What follows belongs to an exercise in optimizing a design on an open flow for small area; a production flow would make more cautious choices.
The RTL was checked by simulation tests, not by an equivalence proof against the original design.
Power figures rest on the tool's default switching activity, not on a simulated workload.

==> design/flow/design.v <==
package qdma_h2c_pkg;
   localparam int DATA_W          = 512;
   localparam int KEEP_W          = DATA_W / 8;
   localparam int MAX_PKT_LEN_DEF = 9600;
   typedef enum logic [1:0] {
      FIRST,
      PASS,
      DROP
   } h2c_state_t;
   typedef struct packed {
      logic [DATA_W-1:0] tdata;
      logic [KEEP_W-1:0] tkeep;
      logic              tlast;
      logic [15:0]       size;
      logic [15:0]       src;
      logic              err;
   } axis_pkt_beat_t;
   function automatic logic [KEEP_W-1:0] mty_to_keep(input logic [5:0] mty);
      mty_to_keep = {KEEP_W{1'b1}} >> mty;
   endfunction
endpackage
module axis_skid_buf #(
   parameter int W = 1
) (
   input  logic  clk_i,
   input  logic  rst_i,
   input  logic  in_valid_i,
   output logic  in_ready_o,
   input  logic [W-1:0] in_data_i,
   output logic  out_valid_o,
   input  logic  out_ready_i,
   output logic [W-1:0] out_data_o
);
   logic  out_valid_q, out_valid_d;
   logic  skid_valid_q, skid_valid_d;
   logic [W-1:0] out_data_q, out_data_d;
   logic [W-1:0] skid_data_q, skid_data_d;
   logic  push, pop;
   assign in_ready_o  = ~skid_valid_q;
   assign push        = in_valid_i & ~skid_valid_q;
   assign pop         = out_valid_q & out_ready_i;
   assign out_valid_o = out_valid_q;
   assign out_data_o  = out_data_q;
   always_comb begin
      out_valid_d  = out_valid_q;
      out_data_d   = out_data_q;
      skid_valid_d = skid_valid_q;
      skid_data_d  = skid_data_q;
      if (!out_valid_q || pop) begin
         if (skid_valid_q) begin
            out_valid_d  = 1'b1;
            out_data_d   = skid_data_q;
            skid_valid_d = 1'b0;
         end else begin
            out_valid_d = push;
            if (push) out_data_d = in_data_i;
         end
      end else if (push) begin
         skid_valid_d = 1'b1;
         skid_data_d  = in_data_i;
      end
   end
   always_ff @(posedge clk_i or posedge rst_i) begin
      if (rst_i) begin
         out_valid_q  <= 1'b0;
         skid_valid_q <= 1'b0;
         out_data_q   <= '0;
         skid_data_q  <= '0;
      end else begin
         out_valid_q  <= out_valid_d;
         skid_valid_q <= skid_valid_d;
         out_data_q   <= out_data_d;
         skid_data_q  <= skid_data_d;
      end
   end
endmodule
import qdma_h2c_pkg::*;
module qdma_h2c_adapter #(
   parameter int MAX_PKT_LEN = MAX_PKT_LEN_DEF,
   parameter int CNT_W       = 16
) (
   input  logic              axi_aclk,
   input  logic              axi_areset,
   input  logic              s_axis_h2c_tvalid,
   output logic              s_axis_h2c_tready,
   input  logic [DATA_W-1:0] s_axis_h2c_tdata,
   input  logic              s_axis_h2c_tlast,
   input  logic [10:0]       s_axis_h2c_tuser_qid,
   input  logic [5:0]        s_axis_h2c_tuser_mty,
   input  logic [31:0]       s_axis_h2c_tuser_mdata,
   output logic              m_axis_tvalid,
   input  logic              m_axis_tready,
   output logic [DATA_W-1:0] m_axis_tdata,
   output logic [KEEP_W-1:0] m_axis_tkeep,
   output logic              m_axis_tlast,
   output logic [15:0]       m_axis_tuser_size,
   output logic [15:0]       m_axis_tuser_src,
   output logic              m_axis_tuser_err,
   output logic [CNT_W-1:0]  stat_pkt_cnt,
   output logic [CNT_W-1:0]  stat_drop_cnt,
   output logic [CNT_W-1:0]  stat_err_cnt
);
   localparam logic [15:0] MAX_LEN = 16'(MAX_PKT_LEN);
   qdma_h2c_pkg::h2c_state_t state_q;
   qdma_h2c_pkg::h2c_state_t state_d;
   logic [15:0]    size_q;
   logic [10:0]    qid_q;
   logic [16:0]    bcnt_q;
   logic           qerr_q;
   logic [CNT_W-1:0] pkt_cnt_q, drop_cnt_q, err_cnt_q;
   logic           buf_ready, acc, first, bad, fwd, err;
   logic [15:0]    size_in, cur_size;
   logic [10:0]    cur_qid;
   logic [6:0]     beat_bytes;
   logic [17:0]    sum;
   logic [16:0]    cnt_nx;
   logic           qerr_nx;
   logic [15:0]    unused_mdata;
   qdma_h2c_pkg::axis_pkt_beat_t in_beat;
   qdma_h2c_pkg::axis_pkt_beat_t out_beat;
   assign unused_mdata = s_axis_h2c_tuser_mdata[31:16];
   assign size_in      = s_axis_h2c_tuser_mdata[15:0];
   assign first        = (state_q == FIRST);
   assign acc          = s_axis_h2c_tvalid & s_axis_h2c_tready;
   assign bad          = (size_in == 16'd0) || (size_in > MAX_LEN);
   assign cur_size     = first ? size_in : size_q;
   assign cur_qid      = first ? s_axis_h2c_tuser_qid : qid_q;
   assign beat_bytes = s_axis_h2c_tlast ? (7'(KEEP_W) - {1'b0, s_axis_h2c_tuser_mty}) : 7'(KEEP_W);
   assign sum        = {1'b0, (first ? 17'd0 : bcnt_q)} + 18'(beat_bytes);
   assign cnt_nx     = sum[17] ? 17'h1FFFF : sum[16:0];
   assign qerr_nx    = (first ? 1'b0 : qerr_q) | (s_axis_h2c_tuser_qid != cur_qid);
   assign err        = (cnt_nx != {1'b0, cur_size}) | qerr_nx;
   assign fwd        = acc & ((state_q == PASS) | (first & ~bad));
   always_comb begin
      in_beat       = '0;
      in_beat.tdata = s_axis_h2c_tdata;
      in_beat.tkeep = s_axis_h2c_tlast ? ({KEEP_W{1'b1}} >> s_axis_h2c_tuser_mty) : {KEEP_W{1'b1}};
      in_beat.tlast = s_axis_h2c_tlast;
      in_beat.size  = cur_size;
      in_beat.src   = {5'b0, cur_qid};
      in_beat.err   = s_axis_h2c_tlast & err;
   end
   always_comb begin
      state_d           = state_q;
      s_axis_h2c_tready = 1'b0;
      if (!axi_areset) s_axis_h2c_tready = (state_q == DROP) ? 1'b1 : buf_ready;
      unique case (state_q)
         FIRST:   if (acc && !s_axis_h2c_tlast) state_d = bad ? DROP : PASS;
         PASS:    if (acc && s_axis_h2c_tlast) state_d = FIRST;
         DROP:    if (acc && s_axis_h2c_tlast) state_d = FIRST;
         default: state_d = FIRST;
      endcase
   end
   always_ff @(posedge axi_aclk or posedge axi_areset) begin
      if (axi_areset) begin
         state_q    <= FIRST;
         size_q     <= '0;
         qid_q      <= '0;
         bcnt_q     <= '0;
         qerr_q     <= 1'b0;
         pkt_cnt_q  <= '0;
         drop_cnt_q <= '0;
         err_cnt_q  <= '0;
      end else begin
         state_q <= state_d;
         if (acc) begin
            size_q <= cur_size;
            qid_q  <= cur_qid;
            bcnt_q <= cnt_nx;
            qerr_q <= qerr_nx;
         end
         if (acc && first && bad && !(&drop_cnt_q)) drop_cnt_q <= drop_cnt_q + 1'b1;
         if (fwd && s_axis_h2c_tlast && !(&pkt_cnt_q)) pkt_cnt_q <= pkt_cnt_q + 1'b1;
         if (fwd && s_axis_h2c_tlast && err && !(&err_cnt_q)) err_cnt_q <= err_cnt_q + 1'b1;
      end
   end
   axis_skid_buf #(
      .W($bits(in_beat))
   ) u_skid (
      .clk_i      (axi_aclk),
      .rst_i      (axi_areset),
      .in_valid_i (fwd),
      .in_ready_o (buf_ready),
      .in_data_i  (in_beat),
      .out_valid_o(m_axis_tvalid),
      .out_ready_i(m_axis_tready),
      .out_data_o (out_beat)
   );
   assign m_axis_tdata      = out_beat.tdata;
   assign m_axis_tkeep      = out_beat.tkeep;
   assign m_axis_tlast      = out_beat.tlast;
   assign m_axis_tuser_size = out_beat.size;
   assign m_axis_tuser_src  = out_beat.src;
   assign m_axis_tuser_err  = out_beat.err;
   assign stat_pkt_cnt      = pkt_cnt_q;
   assign stat_drop_cnt     = drop_cnt_q;
   assign stat_err_cnt      = err_cnt_q;
endmodule
==> design/flow/run.sh <==
#!/bin/bash
# synth_recipe.tcl (not shown) runs the flow's synth.tcl, then flattens the netlist and writes it again
# the make line also repeats each setting of config.mk as NAME=value (left out here)
make -C /OpenROAD-flow-scripts/flow DESIGN_CONFIG=/design/flow/config.mk WORK_HOME=/design/flow/orfs CLKGATE_MAP_FILE= SYNTH_SCRIPT=/design/flow/synth_recipe.tcl finish
==> design/flow/config.mk <==
export PLATFORM = sky130hd
export DESIGN_NAME = qdma_h2c_adapter
export DESIGN_NICKNAME = qdma_h2c_adapter
export VERILOG_FILES = /design/flow/design.v
export SDC_FILE = /design/flow/constraint.sdc
export NUM_CORES = 4
export LEC_CHECK = 0
export CAP_MARGIN = 20
export CORE_MARGIN = 2
export CORE_UTILIZATION = 40
export SLEW_MARGIN = 20
==> design/flow/constraint.sdc <==
create_clock -name core_clock -period 5.0 [get_ports {axi_aclk}]
set_input_delay 1.0000 -clock core_clock [delete_from_list [all_inputs] [get_ports {axi_aclk}]]
set_output_delay 1.0000 -clock core_clock [all_outputs]
set_load 0.01 [all_outputs]
==> results.yml <==
sta:
  rsz0062_at_grt: "no"
  fin_crit_sh_pct: 93.95
  report.final.hold_viol_count: 0
  finalSetupViolations: 0
  fin_skew_ps: 22.43
  fmax_mhz: 212.9
  slew_viol_final: 0
  tightest_slew_ps: 1047
  slew_headroom_pct: 30.19
  period_minus_slack_ps: 4698
synth:
  syn_area_per_cell_um2: 9.422
  yosysSeqAreaShare_pct: 58.58
  syn_area_um2: 55830
  yosys.area.top_type: "dfrtp_1"
  syn_inst: 5926
  yosys-top-cells-area: "dfrtp_1 (59%), nand2_1 (16%), mux2i_1 (9.9%), o21ai_0 (6.7%), clkbuf_1 (2.3%)"
  synthArstFlopShare_pct: 100.0
  synth_cell_types: 66
  synth_edf_count: 0
  yosysWarnings: 2
  netlist.area_leader.share_pct: 58.58
  ys_seq_elements: 1307
  synth_flop_cell: "dfrtp_1"
placed_design:
  dpl.hpwl_um: 147400
  gp_congestion: 0.8884
  dp_cells: 8768
  dpl_cell_area_um2: 70480
  numPortBuffers: 1204
global_routing:
  antenna_found_initial: 108
  grt_use_total_pct: 27.83
  grt_first_pass_wirelength_um: 295000
  grt_pass1_vias: 43720
  grt_max_degree: 169
  grt_overflow_total: 0
final_layout:
  syn_to_final_growth_pct: 35.05
  nets: 7626
  final_common_cell: "nand2_1"
  fin_area_um2: 75400
  final_cells: 9084
  drive_above_1_share_pct: 5.413
  final_cell_mix: "nand2_1 (2343), dfrtp_1 (1306), clkdlybuf4s50_1 (1204)"
power_and_ir_drop:
  peakVddDrop_uv: 275.7
  p_per_area_nw_per_um2: 534.0
  p_leak_uw: 0.03509
cts:
  clockBufferDepth: 3
  cts_tree: "built"
  cts_hold_buf: 0
  insertion_delay_ps: 780
  root_buffer: "clkbuf_16"
  clk_pin_slew_ps: 60
  post_cts_buffers: 0
  post_cts_resized: 0
  ctsHtreeMaxLevel: 4
  numCtsBuffers: 148
  clkSinkCount: 1307
die:
  die_w_um: 377.6
  io_pins: 1226
  start_util_pct: 40.16
  die_height_um: 377.6
  dieArea_um2: 142600
  num_rows: 137
  fp.coreArea_um2: 139000
routing:
  post_drt_via_cell_ratio: 5.004
  drc: 0
  ant_nets: 0
  post_drt_wl_per_cell_um: 22.33
  vias: 45460
  initialDrtViolationCount: 3031
  routed_wirelength_um: 202800
  dr.pass1.iters: 6
run_status:
  status: "finished clean"
setup_path:
  critPathArrivalTime_ps: 5390
  cp-end-kind: "flop"
  worst_setup_path_start_kind: "input port"
  crit_type: "in2reg"
  critPathRequiredTime_ps: 5690
  crit_fanout: 15
min_path:
  hold_class: "reg2reg"
job:
  cap_violations: 0
report_power, final:
group	total, µW	leakage, µW	internal [µW]	switching, µW
logic	13300	0.0158	6460	6830
registers	16200	0.0169	14200	2030
clock network	10800	0.00235	6330	4440
total	40300	0.0351	27000	13300
routing by layer:
layer	global-route usage (%)	vias to the layer above	part of all wire, %
met5	0	-	0.083
met4	12.62	28	4.2
met3	9.319	375	8.5
li1	-	21700	-
met2	45.18	1343	48
met1	33.45	22020	39
cells by family after synthesis:
family	synth area share, %
AO/OA/AOI/OAI	8.726
XOR/XNOR	1.067
adder cells (fa/ha/maj)	0.4168
buffers and inverters	2.860
flip-flops	58.58
multiplexers	10.09
other	0.006717
AND/OR/NAND/NOR	18.25
path summary, 6_finish.rpt:
kind / start / cells after the start / endpoint / slack (ps)
max reg2reg: state_q[0] / 19 / err_cnt_q[12] / 560
min reg2reg: u_skid.skid_data_q[34] / 2 / u_skid.skid_data_q[34] / 440
max in group asynchronous: axi_areset / 5 / u_skid.out_data_q[334] / 2100
min in group asynchronous: axi_areset / 3 / u_skid.out_data_q[272] / 890
min: u_skid.skid_data_q[34] / 2 / u_skid.skid_data_q[34] / 440
max: s_axis_h2c_tuser_mty[1] / 17 / err_cnt_q[12] / 300
critical path, stage by stage:
cell and delay (ps):
clkdlybuf4s50_1 530, inv_1 100, ha_1 230, ha_1 270
and2_1 160, ha_1 320, o211ai_1 120, o211a_1 240
or3_1 400, buf_4 160, and3b_4 190, a2111oi_4 310
nand4_1 150, or4_1 660, buf_4 260, nand4b_1 150
xnor2_1 140
cells in the mapped netlist (all sizes together) (9+ instances only):
| master | n |
|---|---|
| o31ai | 9 |
| nand4 | 16 |
| xor2 | 22 |
| and3 | 14 |
| a31oi | 15 |
| buf | 46 |
| nor3 | 25 |
| clkbuf | 346 |
| xnor2 | 46 |
| nor2b | 10 |
| dfrtp | 1307 |
| o21ai | 744 |
| mux2i | 554 |
| a21oi | 117 |
| nand2b | 10 |
| nand3 | 21 |
| inv | 22 |
| nor2 | 139 |
| and2 | 13 |
| nand2 | 2344 |
| ha | 17 |
cell type report:
| type | instances | area, µm² |
|---|---|---|
| Clock inverter | 26 | 315.3 |
| Clock buffer | 231 | 4462 |
| Inverter | 23 | 90.09 |
| Tap cell | 1876 | 2347 |
| Sequential cell | 1307 | 32710 |
| Multi-Input combinational cell | 4208 | 21570 |
| Fill cell | 12530 | 63620 |
| Timing Repair Buffer | 1354 | 13750 |
| Antenna cell | 59 | 147.6 |
flip-flops by register name, summed over array words and instances (netlist names):
| name | count |
|---|---|
| u_skid.skid_data_q | 605 |
| size_q | 16 |
| drop_cnt_q | 16 |
| qid_q | 11 |
| err_cnt_q | 16 |
| qerr_q | 1 |
| u_skid.out_valid_q | 1 |
| bcnt_q | 17 |
| u_skid.skid_valid_q | 1 |
| state_q | 2 |
| pkt_cnt_q | 16 |
| u_skid.out_data_q | 605 |
stage by stage:
stage,worst slack (ps),utilization (%),total power (µW),TNS (ps),hold slack (ps)
2_1_floorplan,-18020,-,21350,-,414.4
3_3_place_gp,-448.6,50.70,29430,-7208,430.6
3_5_place_dp,-477.7,50.70,29700,-7837,431.8
4_1_cts,347.4,54.13,40630,0,445.8
5_1_grt,40.42,54.22,42590,0,466.0
6_report,302.3,54.24,40270,0,440.9

-- what the ideal ports hide --
How much do the figures lean on ideal ports? The routed layout below was timed once more, with nothing changed but the port constraints. Step 1 (the two cells are an assumption about what drives the block):
set clk [get_ports {axi_aclk}]
set_driving_cell -lib_cell sky130_fd_sc_hd__clkbuf_16 $clk
set_driving_cell -lib_cell sky130_fd_sc_hd__buf_2 [delete_from_list [all_inputs] $clk]
Step 2 moves the port delays by t, midway between the first and last clock arrival at a register: inputs arrive t later, outputs are due t later. That takes back most of the time a late clock gives input paths. Slacks: ideal / step 1 / step 2; pairs: ideal / step 1.
shift t [ns]: 0.843
setup slack, ns: 0.302 / 0.300 / -0.542
hold WS [ns]: 0.441 / 0.441 / 0.441
With both steps, setup timing fails in this run, where it was met with ideal ports. For this run, drivers alone change the setup slack by -0.002 ns; drivers and shift together by -0.844 ns.
